This is an optimization exercise on Yosys and OpenROAD, whose aim is small area and a short achievable clock period, not a production implementation. In this exercise RTL edits were held to simulation tests only and were not proved equivalent to the original. Power figures rest on the tool's default switching activity, not on a simulated workload.

===== flow/run.sh =====
#!/bin/bash
# synth_recipe.tcl (not shown) runs the flow's synth.tcl, then flattens the netlist and writes it again
# the make line also repeats each setting of config.mk as NAME=value (left out here)
make -C /OpenROAD-flow-scripts/flow DESIGN_CONFIG=/design/flow/config.mk WORK_HOME=/design/flow/orfs CLKGATE_MAP_FILE= SYNTH_SCRIPT=/design/flow/synth_recipe.tcl finish

===== flow/config.mk =====
export PLATFORM = sky130hd
export DESIGN_NAME = tetris_top
export DESIGN_NICKNAME = tetris_top
export VERILOG_FILES = /design/flow/design.v
export SDC_FILE = /design/flow/constraint.sdc
export NUM_CORES = 4
export LEC_CHECK = 0
export CAP_MARGIN = 20
export CORE_MARGIN = 2
export CORE_UTILIZATION = 40
export SETUP_SLACK_MARGIN = 3.8
export SLEW_MARGIN = 20
export SYNTH_HIERARCHICAL = 1

===== flow/constraint.sdc =====
create_clock -name core_clock -period 7.0 [get_ports {clk}]
set_input_delay 1.4000 -clock core_clock [delete_from_list [all_inputs] [get_ports {clk}]]
set_output_delay 1.4000 -clock core_clock [all_outputs]
set_load 0.01 [all_outputs]

===== flow/design.v =====
package tetris_pkg;
	localparam int WELL_COLS = 10;
	localparam int WELL_ROWS = 20;  
	localparam int ROW_W = $clog2(WELL_ROWS);
	localparam int COL_W = $clog2(WELL_COLS);
	localparam int CELL_SHIFT = 4;  
	localparam int COORD_W = 12;
	localparam int CELL_W = COORD_W - CELL_SHIFT;
	localparam int NUM_SHAPES = 7;
	localparam int SHAPE_W = 3;
	localparam int GRAVITY_FRAMES = 8;
	localparam int GRAV_W = $clog2(GRAVITY_FRAMES);
	localparam int FLICK_STEPS = 4;  
	localparam int FLICK_W = $clog2(FLICK_STEPS);
	localparam int ACT_W = 3;  
	localparam logic [NUM_SHAPES*WELL_COLS*WELL_ROWS-1:0] SPAWN_SHAPES = {
		{20'h0, 20'h0, 20'h0, 20'h1, 20'h1, 20'h1, 20'h1, 20'h0, 20'h0, 20'h0},  
		{20'h0, 20'h0, 20'h0, 20'h2, 20'h3, 20'h2, 20'h0, 20'h0, 20'h0, 20'h0},
		{20'h0, 20'h0, 20'h0, 20'h1, 20'h3, 20'h2, 20'h0, 20'h0, 20'h0, 20'h0},
		{20'h0, 20'h0, 20'h0, 20'h2, 20'h3, 20'h1, 20'h0, 20'h0, 20'h0, 20'h0},
		{20'h0, 20'h0, 20'h0, 20'h2, 20'h2, 20'h3, 20'h0, 20'h0, 20'h0, 20'h0},
		{20'h0, 20'h0, 20'h0, 20'h3, 20'h2, 20'h2, 20'h0, 20'h0, 20'h0, 20'h0},
		{20'h0, 20'h0, 20'h0, 20'h0, 20'h3, 20'h3, 20'h0, 20'h0, 20'h0, 20'h0}   
	};
endpackage
`timescale 1ns/1ps
module piece_unit (
	input logic [9:0][19:0] well,
	input logic [9:0] bc,  
	input logic [9:0] tc,  
	input logic [19:0] rsel,  
	input logic floor,  
	output logic land
);
	logic [19:0] bw;
	logic [19:0] tw;
	always_comb begin
		for (int r = 0; r < 20; r++) begin
			bw[r] = 1'b0;
			tw[r] = 1'b0;
			for (int c = 0; c < 10; c++) begin
				bw[r] = bw[r] | (bc[c] & well[c][r]);
				tw[r] = tw[r] | (tc[c] & well[c][r]);
			end
		end
		land = floor;
		for (int r = 0; r < 20; r++) begin
			if (r > 0)
				land = land | (rsel[r-1] & bw[r]);
			land = land | (rsel[r] & tw[r]);
		end
	end
endmodule
`timescale 1ns/1ps
module board_unit (
	input logic [9:0][19:0] well,
	input logic [19:0] rd,  
	input logic [19:0] rk,  
	input logic [19:0] rt,  
	input logic [19:0] mb,  
	input logic [19:0] mt,  
	input logic [9:0] bc,
	input logic [9:0] tc,
	output logic [9:0][19:0] nxt
);
	always_comb begin
		for (int c = 0; c < 10; c++) begin
			for (int r = 0; r < 20; r++) begin
				nxt[c][r] = ((r > 0) ? (rd[r] & well[c][r > 0 ? r-1 : 0]) : 1'b0) |
					(well[c][r] ? rk[r] : rt[r]) | (mb[r] & bc[c]) | (mt[r] & tc[c]);
			end
		end
	end
endmodule
`timescale 1ns/1ps
module line_clear (
	input logic merged,
	input logic init,
	input logic [19:0] d0,  
	input logic [19:0] t0,  
	input logic [19:0] rsel,  
	output logic [19:0] rd,  
	output logic [19:0] rk,  
	output logic [19:0] rt,  
	output logic [19:0] mb,  
	output logic [19:0] mt  
);
	always_comb begin
		for (int r = 0; r < 20; r++) begin
			rd[r] = d0[r] & !merged;
			rt[r] = t0[r] & !merged;
			rk[r] = !init & (merged | !(d0[r] | t0[r]));
			mb[r] = merged & rsel[r];
			mt[r] = (r < 19) ? (merged & rsel[r < 19 ? r+1 : 0]) : 1'b0;
		end
	end
endmodule
`timescale 1ns/1ps
module cell_scan (
	input logic [9:0][19:0] well,
	input logic [9:0] colsel,  
	output logic [19:0] wcol
);
	always_comb begin
		wcol = '0;
		for (int c = 0; c < 10; c++)
			wcol = wcol | ({20{colsel[c]}} & well[c]);
	end
endmodule
`timescale 1ns/1ps
module tetris_top (
	input logic clk,
	input logic rst,
	input logic frame,
	input logic [2:0] action,
	input logic [11:0] x,
	input logic [11:0] y,
	input logic line_start,
	output logic lit
);
	logic [9:0][19:0] well;
	logic init;  
	logic valid;
	logic [2:0] nxt;
	logic [2:0] cnt;
	logic [9:0] bc;
	logic [9:0] tc;
	logic [4:0] rb;
	logic [19:0] rsel;  
	logic tick;
	logic land;
	logic merged;
	logic [9:0] sb, st;  
	logic sfirst;  
	always_comb begin
		sfirst = 1'b0;
		case (nxt)
			3'd0: begin sb = 10'b0000110000; st = 10'b0000110000; end  
			3'd1: begin sb = 10'b0001110000; st = 10'b0001000000; end
			3'd2: begin sb = 10'b0001110000; st = 10'b0000010000; end
			3'd3: begin sb = 10'b0001100000; st = 10'b0000110000; end
			3'd4: begin sb = 10'b0000110000; st = 10'b0001100000; end
			3'd5: begin sb = 10'b0001110000; st = 10'b0000100000; end
			default: begin sb = 10'b0001111000; st = 10'b0000000000; sfirst = 1'b1; end  
		endcase
	end
	always_comb
		for (int r = 0; r < 20; r++)
			rsel[r] = valid & (rb == 5'(r));
	piece_unit land_i (
		.well(well),
		.bc(bc),
		.tc(tc),
		.rsel(rsel),
		.floor(valid & (rb == 5'd19)),
		.land(land)
	);
	assign merged = land;  
	assign tick = frame & (cnt == 3'd0);
	logic go_left, go_right, go_down;
	assign go_left = action[2] & !bc[0] & !tc[0];
	assign go_right = !action[2] & action[1] & !bc[9] & !tc[9];
	assign go_down = tick | (action == 3'b001);
	always_ff @(posedge clk or posedge rst) begin
		if (rst) begin
			valid <= 1'b0;
			nxt <= 3'd0;
			cnt <= 3'd0;
		end else begin
			if (frame)
				cnt <= cnt + 3'd1;
			if (merged)
				valid <= 1'b0;
			else if (tick & !valid) begin
				valid <= 1'b1;
				nxt <= (nxt == 3'd6) ? 3'd0 : nxt + 3'd1;
			end
		end
	end
	logic spawn, ml, mr, hold;
	assign spawn = tick & !valid;
	assign ml = frame & !spawn & go_left;
	assign mr = frame & !spawn & go_right;
	assign hold = !spawn & !ml & !mr;
	always_ff @(posedge clk) begin
		bc <= ({10{spawn}} & sb) | ({10{ml}} & (bc >> 1)) | ({10{mr}} & (bc << 1)) | ({10{hold}} & bc);
		tc <= ({10{spawn}} & st) | ({10{ml}} & (tc >> 1)) | ({10{mr}} & (tc << 1)) | ({10{hold}} & tc);
		if (frame) begin
			if (spawn)
				rb <= sfirst ? 5'd0 : 5'd1;
			else if (go_down)
				rb <= rb + 5'd1;
		end
	end
	logic [4:0] frow;  
	logic [1:0] step;
	logic [19:0] full;
	logic [19:0] keep;  
	logic [19:0] onehot;
	logic [4:0] sel;
	logic found;
	logic last;  
	always_comb begin
		for (int r = 0; r < 20; r++) begin
			logic a;
			a = 1'b1;
			for (int c = 0; c < 10; c++)
				a = a & well[c][r];
			full[r] = a | ((step != 2'd0) & (frow == 5'(r)));
		end
		keep[19] = !full[19];
		for (int r = 18; r >= 0; r--)
			keep[r] = keep[r+1] & !full[r];
		onehot[19] = full[19];
		for (int r = 0; r < 19; r++)
			onehot[r] = full[r] & keep[r+1];
		found = !keep[0];
		sel = '0;
		for (int r = 0; r < 20; r++)
			sel = sel | ({5{onehot[r]}} & 5'(r));
	end
	always_ff @(posedge clk or posedge rst) begin
		if (rst) begin
			step <= 2'd0;
			last <= 1'b0;
			init <= 1'b1;
		end else begin
			init <= 1'b0;
			if (frame & found & !init) begin
				step <= step + 2'd1;
				last <= (step == 2'd2);
			end
		end
	end
	always_ff @(posedge clk)
		if (frame & found & !init & !last)
			frow <= sel;
	logic [19:0] rd;  
	logic [19:0] rk;  
	logic [19:0] rt;  
	logic [19:0] mb;  
	logic [19:0] mt;  
	logic shf, tog;
	assign shf = frame & last & !init;
	assign tog = frame & !last & !init;
	logic [19:0] d0, t0;
	always_comb begin
		for (int r = 0; r < 20; r++) begin
			d0[r] = shf & !keep[r];
			t0[r] = tog & onehot[r];
		end
	end
	line_clear ctrl_i (
		.merged(merged),
		.init(init),
		.d0(d0),
		.t0(t0),
		.rsel(rsel),
		.rd(rd),
		.rk(rk),
		.rt(rt),
		.mb(mb),
		.mt(mt)
	);
	logic [9:0][19:0] well_nxt;
	board_unit cells_i (
		.well(well),
		.rd(rd),
		.rk(rk),
		.rt(rt),
		.mb(mb),
		.mt(mt),
		.bc(bc),
		.tc(tc),
		.nxt(well_nxt)
	);
	always_ff @(posedge clk)
		well <= well_nxt;
	logic [19:0] row_buf;
	logic [19:0] col;
	logic [7:0] xcell;
	logic [9:0] colsel;
	logic [19:0] wcol;
	logic pb, pt, ok;
	assign xcell = x[11:4];
	assign ok = (y[11:8] == 4'd0) & !init;
	always_comb
		for (int c = 0; c < 10; c++)
			colsel[c] = (y[7:4] == 4'(c + 1));
	cell_scan col_i (
		.well(well),
		.colsel(colsel),
		.wcol(wcol)
	);
	always_comb begin
		pb = 1'b0;
		pt = 1'b0;
		for (int c = 0; c < 10; c++) begin
			pb = pb | (colsel[c] & bc[c]);
			pt = pt | (colsel[c] & tc[c]);
		end
		for (int r = 0; r < 20; r++)
			col[r] = ok & (wcol[r] | (pb & rsel[r]) | ((r < 19) ? (pt & rsel[r < 19 ? r+1 : 0]) : 1'b0));
	end
	logic rbv;  
	always_ff @(posedge clk)
		if (line_start)
			row_buf <= col;
	always_ff @(posedge clk or posedge rst) begin
		if (rst) begin
			rbv <= 1'b0;
			lit <= 1'b0;
		end else begin
			if (line_start)
				rbv <= 1'b1;
			lit <= rbv & (xcell < 8'd20) & row_buf[5'd19 - xcell[4:0]];
		end
	end
endmodule

==> results of run 1 <==
## worst paths after layout
path                                    from            endpoint  slack, ns  cells past startpoint
min                          rbv$_DFFE_PP0P_     rbv$_DFFE_PP0P_       0.47                      1
max in group asynchronous                rst     rbv$_DFFE_PP0P_       5.25                      2
min in group asynchronous                rst  cnt[0]$_DFFE_PP0P_       1.24                      2
max reg2reg                frow[1]$_DFFE_PP_    well[80]$_DFF_P_       3.74                     12
max                        frow[1]$_DFFE_PP_    well[80]$_DFF_P_       3.74                     12
min reg2reg                  rbv$_DFFE_PP0P_     rbv$_DFFE_PP0P_       0.47                      1
## where the power goes
group,internal [W],switching (W)
Clock,0.000919,0.000697
Sequential,0.00168,0.000295
Combinational,0.000837,0.00161
## registers in the layout, indices dropped and copies added (netlist names)
name	flops
last	1
tc	10
valid	1
step	2
bc	10
frow	5
init	1
rbv	1
row_buf	20
nxt	3
well	200
cnt	3
rb	5
lit	1
## layout make-up
cell class / instances / area, um^2
Tap cell: 600 / 751
Fill cell: 4159 / 22800
Inverter: 25 / 93.8
Clock inverter: 6 / 36.3
Sequential cell: 263 / 5700
Multi-Input combinational cell: 1548 / 12700
Antenna cell: 1 / 2.50
Timing Repair Buffer: 207 / 2430
Clock buffer: 48 / 950
## per-stage QoR
stage	cells	worst slack (ns)	instance area, um^2
after floorplan	2042	3.83	18400
after global placement	2453	2.25	18400
after detailed placement	2453	2.17	18400
after CTS	2573	3.80	20800
after global routing	2697	3.65	22600
final	2698	3.74	22600
## timing repair
action / CTS / global route
endpoints found under the setup margin: 242 / 235
cloned: 14 / 50
endpoints found under the hold margin: 0 / 0
buffers inserted: 52 / 74
pin swaps: 29 / 136
gates resized for setup: 221 / 182
## routing by layer
layer | up-vias | global-route usage, % | share of wire, %
met5 | - | 0 | 0.037
met3 | 779 | 9.97 | 17
li1 | 8334 | - | -
met4 | 2 | 21.4 | 9.9
met1 | 9835 | 42.6 | 34
met2 | 2368 | 49.1 | 39
==> flow_summary.ini, run 1 <==
[sta]
setup_tns_ns = 0
relSlewSlack_pct = 46.6
finalHoldViolations = 0
whs_ns = 0.475
timing.final.crit_share_pct = 46.6
rsz0062_at_grt = true
skew_ns = 0.0153
worstMarginPinSlew_ns = 0.801
max_freq_mhz = 307
fin_crit_ns = 3.26
slew_violations = 0
finalSetupViolations = 0

[yosys]
avgSynthCellArea_um2 = 9.03
syn_inst = 2042
synth_area_um2 = 18400
yosys_warnings = 11

[power]
ir_drop_mv = 0.229
pwr_density_cell_nw_per_um2 = 267
power_w = 0.00604
p_leak_nw = 8.29

[routing]
post_drt_wl_per_cell_um = 34.0
vias = 21300
postRouteAntennaNets = 0
drtIter0Drc = 5946
drt_first_pass_iters = 19
drc = 0
vias_per_cell = 7.90
wirelength_um = 91700

[cts]
cts_max_path_buffers = 3
clk_latency_ns = 0.62
holdBufCountCts = 0
cts_tree = built
clk_pin_slew_ns = 0.07
cts-root-buf = clkbuf_16
cts_sinks = 263
cts_buffers = 31
cts_htree_levels = 1

[floorplan]
die_h_um = 219
num_rows = 78
core-area_um2 = 45500
initial_core_util_pct = 40.5
dieArea_um2 = 47800
io_pins = 32
die_w_um = 219

[worst_setup_path]
arrival_ns = 3.75
cp-start-kind = register
worstSetupPathType = reg2reg
required_ns = 7.49
critPathSlowestCell = edfxtp_1
crit_chain = nor2_4, buf_4, nor2b_1, nor4_4, nand4_1, nor4_4, nand2_1, nor3b_2, o21ba_1, nor2_4, mux2i_1, nand2_1
critPathBufInv = 1
critPathMaxFanout = 10
endpoint_kind = register
critPathTopFamily = simple AND/OR/NAND/NOR gates
cpPeakStageDelay_ns = 0.56

[placed_design]
dp_hpwl_um = 46100
place.gp.congestion = 0.931
portBuffers = 23

[final_layout]
final_nets = 2119
fin_util_pct = 49.8
layout_commonest_cell = nand2_1
final_cell_mix = nand2_1, mux2i_1, dfxtp_1, a222oi_1, a22oi_1
area_growth_pct = 22.7
post_route_cells_drive_above_1_share_pct = 26.0

[grt]
grt_pass1_wl_um = 122000
grt_max_degree = 30
grt_use_total_pct = 33.5
overflow = 0
antenna_found_initial = 0
grt_pass1_vias = 18700

[run]
maxCapViolCount = 0

[worst_hold_path]
worstHoldPathType = reg2reg

[run_status]
outcome = complete, no violations
==> run 2, diff against run 1 <==
--- a/flow/config.mk
+++ b/flow/config.mk
@@ -9,4 +9,5 @@
 export CORE_MARGIN = 2
 export CORE_UTILIZATION = 40
+export CTS_BUF_LIST = sky130_fd_sc_hd__clkbuf_8
 export SETUP_SLACK_MARGIN = 3.8
 export SLEW_MARGIN = 20
==> run 2 against run 1 <==
Clock power down 4%. First-iteration DRC count down 9.9%. Final area down 2.5%. Critical path depth up 2. Area after synthesis is the same. Sequential share of layout area is 0.66 points higher. Non-clock buffer count shrank 30. Fmax shrank 3.0%. Core utilization is 1.2 points lower. Synthesized cell count unchanged. Flip-flop and latch count did not move. Worst setup slack worse by 0.099 ns. Largest cell class unchanged. Largest power group unchanged.
==> flow_summary.ini, run 2 <==
[run_status]
outcome = complete, no violations

[worst_setup_path]
cp-start-kind = register
required_ns = 7.54
endpoint_kind = register
critPathMaxFanout = 21
arrival_ns = 3.90
worstSetupPathType = reg2reg

[floorplan]
die_w_um = 219
num_rows = 78
io_pins = 32
core-area_um2 = 45500
die_h_um = 219
dieArea_um2 = 47800
initial_core_util_pct = 40.5

[routing]
wirelength_um = 88300
drtIter0Drc = 5357
drt_first_pass_iters = 13
vias_per_cell = 7.71
postRouteAntennaNets = 0
post_drt_wl_per_cell_um = 32.8
drc = 0
vias = 20800

[sta]
finalSetupViolations = 0
timing.final.crit_share_pct = 48.0
setup_tns_ns = 0
skew_ns = 0.0299
relSlewSlack_pct = 43.0
worstMarginPinSlew_ns = 0.847
slew_violations = 0
fin_crit_ns = 3.36
max_freq_mhz = 298
rsz0062_at_grt = true
finalHoldViolations = 0

[grt]
grt_max_degree = 30
grt_use_total_pct = 32.8
antenna_found_initial = 1
grt_pass1_wl_um = 119000
grt_pass1_vias = 18600
grt_util_met2_pct = 47.7
grtUsageMet3_pct = 9.84
grtUsageMet1_pct = 41.8
busiest_layer = met2
overflow = 0

[cts]
cts_htree_levels = 2
cts_max_path_buffers = 3
cts_tree = built
cts_buffers = 48
cts-root-buf = clkbuf_8
clk_latency_ns = 0.67
clk_pin_slew_ns = 0.06
cts_sinks = 263

[placed_design]
portBuffers = 23
dpl.cell_count = 2453
dp_hpwl_um = 46100
place.gp.congestion = 0.931

[power]
pwr_density_cell_nw_per_um2 = 261
power_w = 0.00575
p_leak_nw = 8.10
ir_drop_mv = 0.224

[yosys]
synth_area_um2 = 18400
yosys_warnings = 11
avgSynthCellArea_um2 = 9.03
syn_inst = 2042

[final_layout]
final_nets = 2095
regArea_um2 = 5710
post_route_cells_drive_above_1_share_pct = 24.6
final_cell_mix = nand2_1, mux2i_1, dfxtp_1, a222oi_1, a22oi_1
layout_commonest_cell = nand2_1
final_cells = 2692
largest_reg_flops = 200
top_register = well
area_growth_pct = 19.6
reg_top3 = well x200, row_buf x20
nFillCells = 4251
multi_input_area_um2 = 12500

[run]
maxCapViolCount = 0

[worst_hold_path]
worstHoldPathType = reg2reg
run 2: final cells by class:
type	count	share of cell area [%]
clock buffers	59	3.68
repair buffers	177	9.29
diodes	2	0.0227
well taps	600	3.40
inverters	25	0.425
multi-input cells	1537	56.5
flip-flops and latches	263	25.9
clock inverters	29	0.788
run 2: report_power, final:
group	total (W)	internal, W	switching [W]
sequential	0.00199	0.00168	0.000304
combinational	0.00221	0.000730	0.00147
clock	0.00156	0.000831	0.000728
total	0.00575	0.00325	0.00251
run 2: final timing paths:
check	start	to	slack [ns]	cells past startpoint
hold / removal	cnt[2]$_DFFE_PP0P_	cnt[2]$_DFFE_PP0P_	0.48	1
min in group asynchronous	rst	lit$_DFF_PP0_	1.19	2
hold reg to reg	cnt[2]$_DFFE_PP0P_	cnt[2]$_DFFE_PP0P_	0.48	1
setup reg to reg	bc[1]$_DFF_P_	well[174]$_DFF_P_	3.64	14
max in group asynchronous	rst	cnt[0]$_DFFE_PP0P_	5.30	2
setup / recovery	bc[1]$_DFF_P_	well[174]$_DFF_P_	3.64	14
run 2: worst max-delay path: stages, from the launching register on:
cell and delay, ns:
dfxtp_4 0.41, buf_8 0.19, a22o_1 0.22, a221oi_2 0.17
nand4_1 0.16, o21ai_2 0.23, nand4_1 0.26, nor3_4 0.31
buf_12 0.16, nand2_8 0.12, buf_12 0.18, buf_6 0.11
and2_2 0.21, a222oi_1 0.35, nand2_1 0.11
run 2: repair_timing:
action                     in CTS  in global routing
setup endpoints to repair     242                230
buffers inserted               39                 63
pin swaps                      16                 80
hold buffers                    0                  0
cloned                          7                 40
gates resized for setup       189                175
run 2: per-layer routing:
metal,share of wire [%],vias up,wire [um]
li1,-,8287,-
met1,35,9667,30800
met2,40,2177,35600
met3,16,636,14500
met4,8.4,0,7380
met5,0,-,0
run 2: metrics by stage:
stage / worst slack, ns / instance area [um^2] / hold slack (ns) / utilization, %
3_3_place_gp: 2.25 / 18400 / 0.446 / 40.4
5_1_grt: 3.64 / 22100 / 0.484 / 48.5
6_report: 3.64 / 22100 / 0.475 / 48.5
2_1_floorplan: 3.83 / 18400 / 0.430 / -
4_1_cts: 3.81 / 20400 / 0.470 / 44.8
3_5_place_dp: 2.17 / 18400 / 0.452 / 40.4
==> run 3, diff against run 2 <==
--- a/flow/design.v
+++ b/flow/design.v
@@ -83,6 +83,5 @@
 	output logic [19:0] rk,  
 	output logic [19:0] rt,  
-	output logic [19:0] mb,  
-	output logic [19:0] mt  
+	output logic [19:0] mb  
 );
 	always_comb begin
@@ -92,5 +91,4 @@
 			rk[r] = !init & (merged | !(d0[r] | t0[r]));
 			mb[r] = merged & rsel[r];
-			mt[r] = (r < 19) ? (merged & rsel[r < 19 ? r+1 : 0]) : 1'b0;
 		end
 	end
@@ -260,7 +258,7 @@
 		.rk(rk),
 		.rt(rt),
-		.mb(mb),
-		.mt(mt)
+		.mb(mb)
 	);
+	assign mt = {1'b0, mb[19:1]};  
 	logic [9:0][19:0] well_nxt;
 	board_unit cells_i (
==> run 3 against run 2 <==
Largest cell class unchanged. First-iteration DRC count decreased by 11%. Critical path type unchanged. Still clean on timing, DRC and antenna. Critical path depth decreased by 2. Flip-flop and latch count unchanged. Combinational power decreased by 2%. Highest routed layer is now met5.
==> flow_summary.ini, run 3 <==
[floorplan]
io_pins = 32
num_rows = 78
dieArea_um2 = 47700
initial_core_util_pct = 40.6
die_w_um = 218
core-area_um2 = 45400
die_h_um = 218

[routing]
post_drt_wl_per_cell_um = 31.4
postRouteAntennaNets = 0
drc = 0
wirelength_um = 84000
drtIter0Drc = 4777
vias = 20700
drt_first_pass_iters = 17
vias_per_cell = 7.71

[sta]
timing.final.crit_share_pct = 46.1
rsz0062_at_grt = true
finalHoldViolations = 0
skew_ns = 0.0354
slew_violations = 0
relSlewSlack_pct = 29.7
max_freq_mhz = 310
fin_crit_ns = 3.23
setup_tns_ns = 0
worstMarginPinSlew_ns = 1.05
finalSetupViolations = 0

[cts]
cts_htree_levels = 2
clk_latency_ns = 0.67
cts_sinks = 263
cts_max_path_buffers = 3
clk_pin_slew_ns = 0.07
cts-root-buf = clkbuf_8
cts_buffers = 49
cts_tree = built
holdBufCountCts = 0

[worst_setup_path]
cp-start-kind = register
critPathBufInv = 2
required_ns = 7.52
critPathSlowestCell = dfrtp_1
critPathTopFamily = simple AND/OR/NAND/NOR gates
worstSetupPathType = reg2reg
cpPeakStageDelay_ns = 0.58
endpoint_kind = register
arrival_ns = 3.75
crit_chain = nand2_1, nor3b_2, and2_1, o21ai_2, nand4_1, nor2_4, buf_12, buf_12, nand2_4, nor2b_2, a222oi_1, nand2_1
critPathMaxFanout = 10

[grt]
grt_pass1_wl_um = 118000
overflow = 0
grt_max_degree = 31
grt_use_total_pct = 32.2
grt_pass1_vias = 18700
antenna_found_initial = 1

[placed_design]
dp_hpwl_um = 46100
portBuffers = 23
place.gp.congestion = 0.947
place_area_um2 = 18500

[final_layout]
post_route_cells_drive_above_1_share_pct = 22.7
area_growth_pct = 17.1
final_nets = 2081
nFillCells = 4246
final_cell_mix = nand2_1, mux2i_1, dfxtp_1, a222oi_1, a22oi_1
fin_util_pct = 47.5
final_design_area_no_fill_um2 = 21500
largest_reg_flops = 200
top_register = well
layout_commonest_cell = nand2_1
reg_top3 = well x200, row_buf x20

[run_status]
outcome = complete, no violations

[yosys]
yosys_warnings = 11
avgSynthCellArea_um2 = 9.03
synth_area_um2 = 18400
syn_inst = 2039

[power]
ir_drop_mv = 0.199
power_w = 0.00585
pwr_density_cell_nw_per_um2 = 272
p_leak_nw = 7.86

[worst_hold_path]
worstHoldPathType = reg2reg

[run]
maxCapViolCount = 0
[run 3: changes by cell type in the layout (fill, tap and decap cells not counted), sizes merged, moves of 6 or more]
cell / before / now
a21oi: 31 / 54
nor2: 100 / 87
buf: 147 / 135
inv: 46 / 34
a222oi: 199 / 190
a22oi: 171 / 180
clkbuf: 70 / 76
[run 3: layout make-up]
cell class / instances / area [um^2] / share of cell area [%]
Clock inverter: 18 / 72.6 / 0.337
Clock buffer: 70 / 963 / 4.47
Tap cell: 600 / 751 / 3.48
Timing Repair Buffer: 159 / 1630 / 7.57
Inverter: 18 / 67.6 / 0.314
Antenna cell: 2 / 5.00 / 0.0232
Sequential cell: 263 / 5700 / 26.5
Multi-Input combinational cell: 1547 / 12400 / 57.3
[run 3: path summary, 6_finish.rpt]
path,to,cells after the start,startpoint,slack [ns]
worst min register to register,rbv$_DFFE_PP0P_,1,rbv$_DFFE_PP0P_,0.46
max in group asynchronous,nxt[2]$_DFFE_PP0P_,2,rst,5.22
min in group asynchronous,last$_DFFE_PP0P_,2,rst,1.23
worst min-delay path,rbv$_DFFE_PP0P_,1,rbv$_DFFE_PP0P_,0.46
worst max register to register,well[6]$_DFF_P_,12,valid$_DFFE_PP0P_,3.77
worst max-delay path,well[6]$_DFF_P_,12,valid$_DFFE_PP0P_,3.77
[run 3: timing repair]
item / 4_1_cts / 5_1_grt
pin swaps: 16 / 36
gates resized for setup: 153 / 100
setup endpoints to repair: 230 / 230
gates cloned: 5 / 19
setup buffers: 35 / 59
[run 3: through the flow]
stage,hold WS [ns],std cells,setup WS (ns)
floorplan,0.430,2040,3.88
global placement,0.449,2469,2.20
detailed placement,0.457,2469,2.14
CTS,0.472,2597,3.78
global route,0.481,2675,3.70
finish,0.462,2677,3.77
[run 3: power by group]
| group | switching, W | leakage (nW) | internal [W] |
|---|---|---|---|
| logic | 0.00146 | 5.02 | 0.000710 |
| registers | 0.000390 | 2.25 | 0.00170 |
| clock network | 0.000717 | 0.593 | 0.000876 |
| total | 0.00257 | 7.86 | 0.00328 |
[run 3: layer usage]
layer	wire length [um]	GRT usage [%]
met4	5910	18.9
met5	10	0
met3	12800	9.30
met2	34600	46.7
met1	30700	42.3
==> run 4, diff against run 3 <==
--- a/flow/config.mk
+++ b/flow/config.mk
@@ -10,5 +10,5 @@
 export CORE_UTILIZATION = 40
 export CTS_BUF_LIST = sky130_fd_sc_hd__clkbuf_8
-export SETUP_SLACK_MARGIN = 3.8
+export SETUP_SLACK_MARGIN = 4.0
 export SLEW_MARGIN = 20
 export SYNTH_HIERARCHICAL = 1
==> run 4 against run 3 <==
Die area did not move. Register-to-register slack better by 0.07 ns. Combinational power increased by 15%. Fmax is 2.2% higher. Cell count grew 1.1%. Clock skew rose by 0.0038 ns. Largest power group unchanged. Highest routed layer unchanged.
==> flow_summary.ini, run 4 <==
[grt]
antenna_found_initial = 0
grt_pass1_wl_um = 123000
overflow = 0
grt_pass1_vias = 19000
grt_use_total_pct = 33.8
grt_max_degree = 44

[power]
pwr_density_cell_nw_per_um2 = 275
p_leak_nw = 8.08
ir_drop_mv = 0.208

[worst_setup_path]
required_ns = 7.54
endpoint_kind = register
worstSetupPathType = reg2reg
critPathMaxFanout = 22
cp-start-kind = register
r2r_slack_ns = 3.84
arrival_ns = 3.69

[routing]
drtIter0Drc = 5531
post_drt_wl_per_cell_um = 32.0
vias = 21000
vias_per_cell = 7.74
drt_first_pass_iters = 15
drc = 0
postRouteAntennaNets = 0
wirelength_um = 86800

[floorplan]
core-area_um2 = 45400
die_h_um = 218
io_pins = 32
num_rows = 78
dieArea_um2 = 47700
initial_core_util_pct = 40.6
die_w_um = 218

[final_layout]
area_growth_pct = 20.7
top_register = well
post_route_cells_drive_above_1_share_pct = 25.2
layout_commonest_cell = nand2_1
final_nets = 2109
final_cell_mix = nand2_1, mux2i_1, dfxtp_1, a222oi_1, a22oi_1
fin_util_pct = 48.9
largest_reg_flops = 200
reg_top3 = well x200, row_buf x20

[sta]
slew_violations = 0
skew_ns = 0.0391
setup_tns_ns = 0
fin_crit_ns = 3.16
max_freq_mhz = 317
rsz0062_at_grt = true
relSlewSlack_pct = 39.7
worstMarginPinSlew_ns = 0.902
finalHoldViolations = 0
timing.final.crit_share_pct = 45.1
finalSetupViolations = 0

[cts]
cts_buffers = 51
clk_pin_slew_ns = 0.06
cts_htree_levels = 2
cts-root-buf = clkbuf_8
cts_max_path_buffers = 3
clk_latency_ns = 0.68
holdBufCountCts = 0
cts_sinks = 263
cts_tree = built

[placed_design]
dp_hpwl_um = 45200
place.gp.congestion = 0.938
portBuffers = 23

[run_status]
outcome = complete, no violations

[yosys]
synth_area_um2 = 18400
syn_inst = 2039
avgSynthCellArea_um2 = 9.03
yosys_warnings = 11

[worst_hold_path]
worstHoldPathType = reg2reg

[run]
maxCapViolCount = 0
## run 4: cell type report
| cell class | count | area, um^2 |
|---|---|---|
| inverter | 18 | 67.6 |
| antenna | 2 | 5.00 |
| multi-input combinational | 1551 | 12600 |
| sequential | 263 | 5710 |
| fill | 4170 | 23200 |
| tap | 600 | 751 |
| timing repair buffer | 181 | 2080 |
| clock inverter | 27 | 124 |
| clock buffer | 65 | 895 |
## run 4: power by group
part           total (W)  switching (W)  leakage [nW]  internal [W]
combinational    0.00250        0.00164          5.25      0.000860
clock            0.00157       0.000740         0.589      0.000831
sequential       0.00203       0.000337          2.25       0.00170
## run 4: per-layer routing
layer | vias to the layer above | track usage [%] | share of wire (%)
met1 | 9868 | 43.3 | 36
met2 | 2126 | 48.8 | 41
met4 | 4 | 19.1 | 7.7
met5 | - | 0 | 0.14
li1 | 8338 | - | -
met3 | 616 | 12.2 | 16
## run 4: worst max-delay path, cell delays in order (launching register included)
cell and delay [ns]:
dfxtp_4 0.45, buf_6 0.24, a22o_1 0.23, a221oi_2 0.17, nand4_1 0.20, o21ai_2 0.20, nand4_1 0.16, nor2_2 0.22
nand2_4 0.15, clkbuf_16 0.24, and2_4 0.24, a222oi_1 0.41, nand2_1 0.10
## run 4: what timing repair did
item | in CTS | in global routing
resized for setup | 248 | 108
endpoints found under the hold margin | 0 | 0
gates cloned | 11 | 24
setup buffers | 87 | 27
pin swaps | 28 | 55
setup endpoints to repair | 240 | 229
## run 4: final timing paths
kind,cells past startpoint,startpoint,end
hold reg to reg,1,rbv$_DFFE_PP0P_,rbv$_DFFE_PP0P_
min in group asynchronous,2,rst,step[0]$_DFFE_PP0P_
max in group asynchronous,2,rst,valid$_DFFE_PP0P_
hold / removal,1,rbv$_DFFE_PP0P_,rbv$_DFFE_PP0P_
setup / recovery,12,bc[2]$_DFF_P_,well[105]$_DFF_P_
setup reg to reg,12,bc[2]$_DFF_P_,well[105]$_DFF_P_
## run 4: through the flow
| step | instance area, um^2 | hold WS (ns) | total power, W | instances | worst slack [ns] |
|---|---|---|---|---|---|
| after floorplan | 18400 | 0.430 | 0.00292 | 2040 | 3.97 |
| after global placement | 18400 | 0.448 | 0.00343 | 2464 | 2.28 |
| after detailed placement | 18400 | 0.452 | 0.00344 | 2464 | 2.16 |
| after CTS | 21300 | 0.469 | 0.00575 | 2654 | 3.96 |
| after global routing | 22200 | 0.478 | 0.00616 | 2705 | 3.76 |
| final | 22200 | 0.464 | 0.00610 | 2707 | 3.84 |

[re-timing with driven ports]
No port has a modelled driver above. Below, the same layouts with a new extraction and two added sets of constraints. Step 1, drivers: a clkbuf_16 drives clk and a buf_2 each remaining input, both assumed. Step 2 times the ports against the registers' clock, not the clock port: input delays grow and output delays shrink by t, the midpoint of the rising clock arrivals with the driver on. a / b / c = ideal ports / drivers / drivers and shift; a / b = the first two.
run	shift t [ns]	setup WS [ns]	hold slack, ns	cell pins on the clock port's net
run 1	0.669	3.741 / 3.741 / 3.320	0.475 / 0.475 / 0.475	1
run 2	0.706	3.642 / 3.642 / 3.153	0.475 / 0.475 / 0.475	1
run 3	0.703	3.773 / 3.773 / 3.247	0.462 / 0.462 / 0.462	1
run 4	0.720	3.843 / 3.843 / 3.295	0.464 / 0.464 / 0.464	1
After both steps every run listed still meets setup and hold. The setup slack of run 4, which loses most, moves by 0.000 ns with the drivers and by -0.548 ns with both steps.
